This design comes from an exercise in tuning for small area, a short achievable clock period and few clock cycles on the open sky130 flow, not from production work. Only simulation tests tie the RTL to the original design; equivalence was not proved. Power is estimated from default activity; no workload was simulated.

[flow/design.v]
module cache_ctrl #(
   parameter int ADDR_W      = 10,
   parameter int NUM_BLOCKS  = 4,
   parameter int BLOCK_WORDS = 4,
   parameter int CNT_W       = 16
) (
   input  logic                      clk,
   input  logic                      rst_n,
   input  logic                      cpu_req_valid,
   output logic                      cpu_req_ready,
   input  logic                      cpu_we,
   input  logic [ADDR_W-1:0]         cpu_addr,
   input  logic [31:0]               cpu_wdata,
   output logic                      cpu_resp_valid,
   output logic [31:0]               cpu_rdata,
   output logic                      mem_req,
   output logic                      mem_we,
   output logic [ADDR_W-1:0]         mem_addr,
   output logic [32*BLOCK_WORDS-1:0] mem_wdata,
   input  logic [32*BLOCK_WORDS-1:0] mem_rdata,
   input  logic                      mem_done,
   output logic [CNT_W-1:0]          hit_cnt,
   output logic [CNT_W-1:0]          miss_cnt
);
   localparam int TAG_W  = ADDR_W - 6;
   localparam int LINE_W = 32 * BLOCK_WORDS;
   typedef enum logic [1:0] {
      IDLE,
      COMPARE,
      WRITE_BACK,
      ALLOCATE
   } state_t;
   state_t state;
   logic [TAG_W-1:0] req_tag;
   logic [1:0]       req_idx;
   logic [1:0]       req_word;
   logic             req_we;
   logic [31:0]      req_wdata;
   logic             refill_done;
   logic [NUM_BLOCKS-1:0] valid_arr;
   logic [NUM_BLOCKS-1:0] dirty_arr;
   logic [TAG_W-1:0]      tag_arr  [NUM_BLOCKS];
   logic [LINE_W-1:0]     data_arr [NUM_BLOCKS];
   logic hit;
   logic mem_ack;
   logic unused_addr_bits;
   assign unused_addr_bits = ^cpu_addr[1:0];
   assign hit = valid_arr[req_idx] && (tag_arr[req_idx] == req_tag);
   assign mem_ack = mem_done && mem_req;
   always_ff @(posedge clk or negedge rst_n) begin
      if (!rst_n) begin
         state          <= IDLE;
         req_tag        <= '0;
         req_idx        <= '0;
         req_word       <= '0;
         req_we         <= 1'b0;
         req_wdata      <= '0;
         refill_done    <= 1'b0;
         valid_arr      <= '0;
         dirty_arr      <= '0;
         for (int i = 0; i < NUM_BLOCKS; i++) begin
            tag_arr[i]  <= '0;
            data_arr[i] <= '0;
         end
         cpu_req_ready  <= 1'b1;
         cpu_resp_valid <= 1'b0;
         cpu_rdata      <= '0;
         mem_req        <= 1'b0;
         mem_we         <= 1'b0;
         mem_addr       <= '0;
         mem_wdata      <= '0;
         hit_cnt        <= '0;
         miss_cnt       <= '0;
      end else begin
         cpu_resp_valid <= 1'b0;
         case (state)
            IDLE: begin
               if (cpu_req_valid) begin
                  req_tag       <= cpu_addr[ADDR_W-1:6];
                  req_idx       <= cpu_addr[5:4];
                  req_word      <= cpu_addr[3:2];
                  req_we        <= cpu_we;
                  req_wdata     <= cpu_wdata;
                  refill_done   <= 1'b0;
                  cpu_req_ready <= 1'b0;
                  state         <= COMPARE;
               end
            end
            COMPARE: begin
               if (hit) begin
                  if (req_we) begin
                     data_arr[req_idx][{req_word, 5'd0} +: 32] <= req_wdata;
                     dirty_arr[req_idx] <= 1'b1;
                  end else begin
                     cpu_rdata <= data_arr[req_idx][{req_word, 5'd0} +: 32];
                  end
                  if (!refill_done && (hit_cnt != {CNT_W{1'b1}})) begin
                     hit_cnt <= hit_cnt + CNT_W'(1);
                  end
                  cpu_resp_valid <= 1'b1;
                  cpu_req_ready  <= 1'b1;
                  state          <= IDLE;
               end else begin
                  if (miss_cnt != {CNT_W{1'b1}}) begin
                     miss_cnt <= miss_cnt + CNT_W'(1);
                  end
                  mem_req <= 1'b1;
                  if (valid_arr[req_idx] && dirty_arr[req_idx]) begin
                     mem_we    <= 1'b1;
                     mem_addr  <= {tag_arr[req_idx], req_idx, 4'h0};
                     mem_wdata <= data_arr[req_idx];
                     state     <= WRITE_BACK;
                  end else begin
                     mem_we    <= 1'b0;
                     mem_addr  <= {req_tag, req_idx, 4'h0};
                     state     <= ALLOCATE;
                  end
               end
            end
            WRITE_BACK: begin
               if (mem_ack) begin
                  dirty_arr[req_idx] <= 1'b0;
                  mem_we             <= 1'b0;
                  mem_addr           <= {req_tag, req_idx, 4'h0};
                  state              <= ALLOCATE;
               end
            end
            ALLOCATE: begin
               if (mem_ack) begin
                  data_arr[req_idx]  <= mem_rdata;
                  tag_arr[req_idx]   <= req_tag;
                  valid_arr[req_idx] <= 1'b1;
                  dirty_arr[req_idx] <= 1'b0;
                  refill_done        <= 1'b1;
                  mem_req            <= 1'b0;
                  state              <= COMPARE;
               end
            end
            default: begin
               mem_req       <= 1'b0;
               cpu_req_ready <= 1'b1;
               state         <= IDLE;
            end
         endcase
      end
   end
endmodule
[flow/run.sh]
#!/bin/bash
# synth_recipe.tcl (not shown) runs the flow's synth.tcl, then flattens the netlist and writes it again
# the make line also repeats each setting of config.mk as NAME=value (left out here)
make -C /OpenROAD-flow-scripts/flow DESIGN_CONFIG=/design/flow/config.mk WORK_HOME=/design/flow/orfs CLKGATE_MAP_FILE= SYNTH_SCRIPT=/design/flow/synth_recipe.tcl finish
[flow/config.mk]
export PLATFORM = sky130hd
export DESIGN_NAME = cache_ctrl
export DESIGN_NICKNAME = cache_ctrl
export VERILOG_FILES = /design/flow/design.v
export SDC_FILE = /design/flow/constraint.sdc
export NUM_CORES = 4
export LEC_CHECK = 0
export CAP_MARGIN = 20
export CORE_MARGIN = 2
export CORE_UTILIZATION = 40
export SLEW_MARGIN = 20
[flow/constraint.sdc]
create_clock -name core_clock -period 4.0 [get_ports {clk}]
set_input_delay 0.8000 -clock core_clock [delete_from_list [all_inputs] [get_ports {clk}]]
set_output_delay 0.8000 -clock core_clock [all_outputs]
set_load 0.01 [all_outputs]
==> results.txt <==
[per-stage QoR]
step	setup WS, ns	power [mW]	util (%)
2_1_floorplan	1.31	33.8	-
3_3_place_gp	0.636	46.0	45.4
3_5_place_dp	0.620	46.3	45.4
4_1_cts	0.600	55.0	48.3
5_1_grt	0.517	57.9	48.3
6_report	0.596	55.7	48.3
[cell families after synthesis]
group / count (synthesis)
compound gates: 1458
xor+xnor: 34
fa+ha+maj: 10
buf+inv: 523
flops: 782
mux: 401
other cells: 1
simple gates: 671
[state kept, by name, summed over array words and instances (netlist names), 2 cells and up, named ones only]
register   count
hit_cnt       16
mem_wdata    128
cpu_rdata     32
miss_cnt      16
req_tag        4
req_wdata     32
valid_arr      4
req_word       2
req_idx        2
state          2
mem_addr       6
data_arr     512
tag_arr       16
[power by group]
group | internal, mW | switching, mW
combinational | 12.2 | 21.3
clock | 5.07 | 3.52
sequential | 11.5 | 2.08
[per-layer routing]
layer / vias up / part of all wire, %
met5: - / 0.079
met4: 20 / 4.3
met3: 326 / 11
met2: 2187 / 44
met1: 18200 / 40
li1: 15300 / -
[final timing paths]
path	start	end	slack (ns)	cells after the start
max	req_idx[1]$_DFFE_PN0P_	mem_wdata[6]$_DFFE_PN0P_	0.60	7
min	rst_n	mem_addr[6]$_DFFE_PN0P_	0.18	1
max reg2reg	req_idx[1]$_DFFE_PN0P_	mem_wdata[6]$_DFFE_PN0P_	0.60	7
min reg2reg	valid_arr[2]$_DFFE_PN0P_	valid_arr[2]$_DFFE_PN0P_	0.47	1
max in group asynchronous	rst_n	data_arr[3][34]$_DFFE_PN0P_	2.70	2
min in group core_clock	valid_arr[2]$_DFFE_PN0P_	valid_arr[2]$_DFFE_PN0P_	0.47	1
[worst reg2reg max path, stage by stage, from the launching register on]
cell	delay (ns)
dfrtp_4	0.64
mux4_2	0.62
xnor2_2	0.25
and2_1	0.35
a211oi_4	0.43
buf_12	0.22
buf_4	0.38
mux2_2	0.40
[synth_stat cells, types with 3 or more instances]
cell type,count,area share (%)
a21oi_1,132,1.6
a22oi_1,128,2.3
a31oi_1,3,0.045
and2_1,4,0.060
and3_1,10,0.15
and4_1,5,0.10
buf_1,37,0.33
buf_12,11,0.53
buf_2,60,0.72
buf_4,9,0.16
buf_6,17,0.46
clkbuf_1,254,2.3
dfrtp_1,781,47
ha_1,10,0.30
inv_1,133,1.2
mux2_2,113,3.0
mux2_4,120,4.3
mux4_2,166,8.9
nand2_1,25,0.22
nand2b_1,132,2.0
nand3_1,18,0.22
nand4_1,6,0.090
nor2_1,16,0.14
nor2b_1,35,0.52
nor3_1,388,4.6
nor3b_1,4,0.072
nor4_1,6,0.090
nor4_2,9,0.27
o2111ai_1,3,0.063
o211ai_1,263,4.7
o21ai_0,509,6.1
o21ai_1,11,0.13
o22ai_1,385,5.8
o31a_1,3,0.063
or2_2,5,0.075
xnor2_1,15,0.31
xnor2_2,4,0.16
xor2_1,15,0.31
[cell type report]
cell class | count | area share, %
Antenna cell | 8 | 0.0400
Multi-Input combinational cell | 2578 | 39.9
Inverter | 135 | 1.01
Tap cell | 1380 | 3.45
Clock buffer | 138 | 5.44
Timing Repair Buffer | 487 | 10.4
Sequential cell | 782 | 39.1
Clock inverter | 24 | 0.627
[cell usage in the layout, fill, tap and decap left out, types with 21 or more instances in the layout]
master / count
nand2_1: 24
mux2_2: 113
a21oi_1: 132
clkbuf_8: 25
o21ai_0: 509
o211ai_1: 263
mux4_2: 166
o22ai_1: 385
nand2b_1: 132
inv_1: 133
mux2_4: 120
clkdlybuf4s50_1: 373
dfrtp_1: 779
nor2b_1: 35
a22oi_1: 128
buf_4: 64
buf_12: 49
nor3_1: 387
clkbuf_1: 21
clkbuf_16: 92
==> results.py <==
metrics = {
    "global_route": {
        "antenna_found_initial": 25,
        "met2_usage_pct": 43.7,
        "use_met1_pct": 41.9,
        "grt_use_met3_pct": 7.93,
        "grt_usage_pct": 29.9,
        "grt_overflow": 0,
        "top_usage_layer": "met2",
        "grt_pass1_vias": 34900,
        "grt_pass1_wl_um": 241000,
        "grt_max_degree": 164,
    },
    "min_path": {
        "min-delay-path-class": "primary input to asynchronous set/reset pin",
    },
    "sta": {
        "worst_slew_pin_slew_ns": 1.29,
        "fin_skew_ns": 0.0333,
        "rsz0062_at_grt": "no",
        "period_share_pct": 85.1,
        "max_slew_margin_pct": 13.8,
        "max_freq_mhz": 294,
        "fin_crit_ns": 3.40,
        "final-setup-viol-count": 0,
        "slew_viol_final": 0,
        "holdWs_ns": 0.177,
        "setup-tns-final_ns": 0,
        "hold_viol": 0,
    },
    "place": {
        "placed_area_mm2": 0.0470,
        "place.gp.congestion": 0.853,
        "io_buffers": 374,
        "dpl.cell_count": 5362,
        "dpl.hpwl_um": 101000,
    },
    "floorplanning": {
        "start_util_pct": 40.3,
        "dieArea_mm2": 0.107,
        "row_count": 118,
        "die_y_um": 327,
        "num_io_pins": 381,
        "die_width_um": 327,
        "core_mm2": 0.104,
    },
    "clocking": {
        "postCtsHoldBufs": 0,
        "cts_tree": "built",
        "root_buffer": "clkbuf_16",
        "max-clock-path-buffers": 3,
        "clkTransAtPathRegs_ns": 0.06,
        "clock_sinks": 782,
        "cts_resized": 0,
        "numCtsBuffers": 91,
        "h-tree-depth": 3,
        "postCtsSetupRepairBufs": 0,
        "clk_latency_ns": 0.69,
    },
    "route": {
        "drt_wl_total_um": 164000,
        "drtPass1Iterations": 6,
        "viasPerCell": 6.51,
        "drc": 0,
        "vias": 36000,
        "wire_per_inst_um": 29.7,
        "ant_nets": 0,
        "drt_iter0_markers": 4171,
    },
    "synthesis": {
        "synth_top_flop_cell": "dfrtp_1",
        "muxShareOfSynthArea_pct": 16.4,
        "synth_cells": 3880,
        "synth.distinct_cells": 65,
        "ys_ff_latch": 782,
        "synthSimpleGateAreaFrac_pct": 8.80,
        "synth_compound_gate_area_share_pct": 21.2,
        "synth-async-reset-ratio_pct": 100,
        "syn_avg_cell_area_um2": 10.8,
        "synth_xor_area_share_pct": 0.784,
        "yosysSeqAreaShare_pct": 46.8,
        "synth_adder_area_share_pct": 0.299,
        "yosys_warnings": 3,
        "synth_top_family_by_area": "compound AO/OA/AOI/OAI gates",
        "syn_area_mm2": 0.0418,
        "synth-edff-count": 0,
    },
    "final_layout": {
        "fill_cells": 9347,
        "postLayoutCellArea_mm2": 0.0501,
        "drive_gt1_share_pct": 16.9,
        "finalNonFillerCells": 5532,
        "layout.nets": 4260,
        "regArea_mm2": 0.0196,
        "multi_input_area_mm2": 0.0200,
        "synthToLayoutAreaGrowth_pct": 19.9,
    },
    "power_and_ir_drop": {
        "vdd_drop_max_mv": 1.14,
        "p_per_area_mw_per_mm2": 1110,
        "leakage_nw": 18.9,
    },
    "setup_path": {
        "worstSetupPathType": "flop to flop",
        "critical_path_arrival_ns": 3.95,
        "crit_chain": "mux4_2 -> xnor2_2 -> and2_1 -> a211oi_4 -> buf_12 -> buf_4 -> mux2_2",
        "crit_slowest_cell": "dfrtp_4",
        "worst-path-buf-inv": 2,
        "cp_top_family": "multiplexers",
        "endpoint_kind": "flop",
        "slowest_delay_ns": 0.64,
        "crit_path_max_fanout": 20,
        "critPathLaunchType": "flop",
        "required_ns": 4.55,
    },
    "run_status": {
        "outcome": "no timing/DRC/antenna violations",
    },
    "job": {
        "max-cap-violations": 0,
    },
}
Testbench counts, summed over its fixed seeds: cycles 55,823.

what the ideal ports hide:
No port has a modelled driver above. Below, the same layout with a new extraction and two added sets of constraints. Step 1 sets driving cells, clkbuf_16 on the clock port and buf_2 on the other inputs (assumed; they add their load-dependent delay and slew). Step 2 moves the port delays by t, midway between the first and last clock arrival at a register: inputs arrive t later, outputs are due t later. That takes back most of the time a late clock gives input paths. Slacks: no drivers / after step 1 / after step 2; pairs: no drivers / after step 1.
t, ns: 0.740
setup WS [ns]: 0.596 / 0.596 / 0.595
hold WS [ns]: 0.177 / 0.156 / 0.471
worst data-port slew with drivers (ns): 0.21
pins driven straight from the clock port: 1
After both steps this run still meets setup and hold. The setup slack of this run moves by 0.000 ns with the drivers and by -0.001 ns with both steps.
